What follows belongs to an exercise in optimizing a design on an open flow for a short achievable clock period and few clock cycles; a production flow would make more cautious choices.
Function was checked by simulation only, so behaviour that the tests miss may differ from the original.
No activity file was given, so power comes from the tool's default toggle rates.

Setup of indigo:
## rv_core
module rv_core
(
    input  logic                clk,
    input  logic                rst,
    output logic [32-1:0] imem_addr_o,
    input  logic [32-1:0] imem_rdata_i,
    output logic                dmem_wen_o,
    output logic [32-1:0] dmem_addr_o,
    output logic [64-1:0] dmem_wdata_o,
    input  logic [64-1:0] dmem_rdata_i
);
Size in the first run: about 160000 um^2 of cells after synthesis.
Settings: LEC_CHECK=0, CAP_MARGIN=20, CELL_PAD_IN_SITES_DETAIL_PLACEMENT=1, CORE_MARGIN=2, CORE_UTILIZATION=33, GPL_ROUTABILITY_DRIVEN=1, GPL_TIMING_DRIVEN=1, PLACE_DENSITY=0.5, SETUP_SLACK_MARGIN=4.3, SLEW_MARGIN=20, SYNTH_HIERARCHICAL=1, TNS_END_PERCENT=100; clock period 8.5 ns.
run.sh (not shown) runs the stock make flow with config.mk's settings and CLKGATE_MAP_FILE= SYNTH_SCRIPT=/design/flow/synth_recipe.tcl, a recipe that flattens the netlist after the stock synthesis.
Testbench counts of indigo, summed over its fixed seeds: cycles 31,145.
--- input diff indigo..quartz ---
diff --git a/flow/design.v b/flow/design.v
--- a/flow/design.v
+++ b/flow/design.v
@@ -362,27 +362,33 @@
     output logic [W-1:0] y_o
 );
     assign y_o = ({W{s_add_i}} & sum_i) | ({W{s_sub_i}} & diff_i)
                | ({W{s_sll_i}} & sll_i) | ({W{s_sr_i}} & sr_i)
                | W'(s_slt_i & lt_i)
                | ({W{s_early_i}} & early_i) | ({W{s_rf_i}} & rf_i)
                | ({W{s_wb_i}} & wb_i) | ({W{s_imm_i}} & imm_i);
 endmodule
 `timescale 1ns/10ps
 module rv_mem_wb
 (
-    input  logic [32-1:0] base_i,
+    input  logic [32-1:0] rf_base_i,
+    input  logic [32-1:0] wb_base_i,
+    input  logic                use_wb_i,
     input  logic [32-1:0] offset_i,
     output logic [32-1:0] addr_o
 );
-    rv_add #(.W(32), .L(5)) i_add (.a_i(base_i), .b_i(offset_i), .cin_i(1'b0), .sum_o(addr_o));
+    logic [32-1:0] rf_addr;
+    logic [32-1:0] wb_addr;
+    rv_add #(.W(32), .L(5)) i_rf_add (.a_i(rf_base_i), .b_i(offset_i), .cin_i(1'b0), .sum_o(rf_addr));
+    rv_add #(.W(32), .L(5)) i_wb_add (.a_i(wb_base_i), .b_i(offset_i), .cin_i(1'b0), .sum_o(wb_addr));
+    assign addr_o  = use_wb_i ? wb_addr : rf_addr;
 endmodule
 `timescale 1ns/10ps
 module rv_core
 (
     input  logic                clk,
     input  logic                rst,
     output logic [32-1:0] imem_addr_o,
     input  logic [32-1:0] imem_rdata_i,
     output logic                dmem_wen_o,
     output logic [32-1:0] dmem_addr_o,
     output logic [64-1:0] dmem_wdata_o,
@@ -566,34 +572,36 @@
         .s_slt_i (fs & d_sel[rv_pipe_pkg::SEL_SRL] & ex_sel[rv_pipe_pkg::SEL_SLT]),
         .s_early_i (fs & d_sel[rv_pipe_pkg::SEL_SRL]),
         .s_rf_i (d_sel[rv_pipe_pkg::SEL_SRL] & !d_use_imm & !fwd2 & !wfwd2),
         .s_wb_i (d_sel[rv_pipe_pkg::SEL_SRL] & !d_use_imm & !fwd2 & wfwd2),
         .s_imm_i (d_sel[rv_pipe_pkg::SEL_SRL] & d_use_imm),
         .y_o (shr_d)
     );
     assign dmem_wen_o   = ex_st;
     assign dmem_addr_o  = ex_addr;
     assign dmem_wdata_o = ex_sd;
     rv_mem_wb i_agu (
-        .base_i    (rf1[PCW-1:0]),
+        .rf_base_i (rf1[PCW-1:0]),
+        .wb_base_i (wb_data[PCW-1:0]),
+        .use_wb_i  (wfwd1),
         .offset_i  (d_imm[PCW-1:0]),
         .addr_o   (d_addr)
     );
     assign fwd1 = ex_rw && (ex_rd == rs1);
     assign fwd2 = ex_rw && (ex_rd == rs2);
     assign wfwd1 = wb_en && (wb_rd == rs1);
     assign wfwd2 = wb_en && (wb_rd == rs2);
     assign fb      = fwd2 && !d_use_imm;
     assign fs      = fb;
     assign d_mem = d_ld || d_st;
-    assign hold  = d_mem && (fwd1 || wfwd1);
+    assign hold  = d_mem && fwd1;
     always_ff @(posedge clk or posedge rst) begin
         if (rst) begin
             pc_f   <= 32'h0000_0000;
             ex_rw  <= 1'b0;
             ex_rd  <= '0;
             ex_st  <= 1'b0;
             ex_br  <= 1'b0;
             ex_bne <= 1'b0;
             ex_pred <= 1'b0;
             ex_addi <= 1'b0;
             ex_sel <= '0;
Notes after the runs:
In the reports for indigo and quartz, the smaller share of final-layout standard cells stronger than drive strength 1 belongs to indigo. On final setup slack of the worst path, indigo beats quartz. Summary: with indigo as the reference, synthesized area in quartz moved up slightly. Diff indigo -> quartz: total power rose by 2.4%; core utilization went up 0.36 points. Taking indigo as the reference point, the global routing usage on met2 of quartz falls by 0.85 points. Number of core rows: quartz > indigo. Sort indigo and quartz by final cell area excluding filler cells, ascending, and indigo comes first. For quartz, the most congested layer reported by global routing was met1, unlike indigo, where it was met2.
Testbench counts of quartz, summed over its fixed seeds: cycles 30,764.

[static timing again, ports no longer ideal]
How much do the figures lean on ideal ports? The routed layouts below were timed once more, with nothing changed but the port constraints.
Step 1: set_driving_cell puts a clkbuf_16 on clk and a buf_2 on each other input, an assumption about the parent block.
Step 2 times the ports against the registers' clock, not the clock port: input delays grow and output delays shrink by t, the midpoint of the rising clock arrivals with the driver on.
Slacks: no drivers / after step 1 / after step 2; pairs: no drivers / after step 1.
| run | t, ns | setup slack, ns | latest minus earliest clock arrival (ns) | worst register clock-pin slew, ns |
|---|---|---|---|---|
| indigo | 1.135 | 4.041 / 4.041 / 3.023 | 0.115 / 0.115 | 0.07 / 0.07 |
| quartz | 1.127 | 3.897 / 3.994 / 2.882 | 0.142 / 0.143 | 0.07 / 0.07 |
After both steps every run listed still meets setup and hold. For indigo, which loses most, drivers alone change the setup slack by 0.000 ns; drivers and shift together by -1.018 ns.
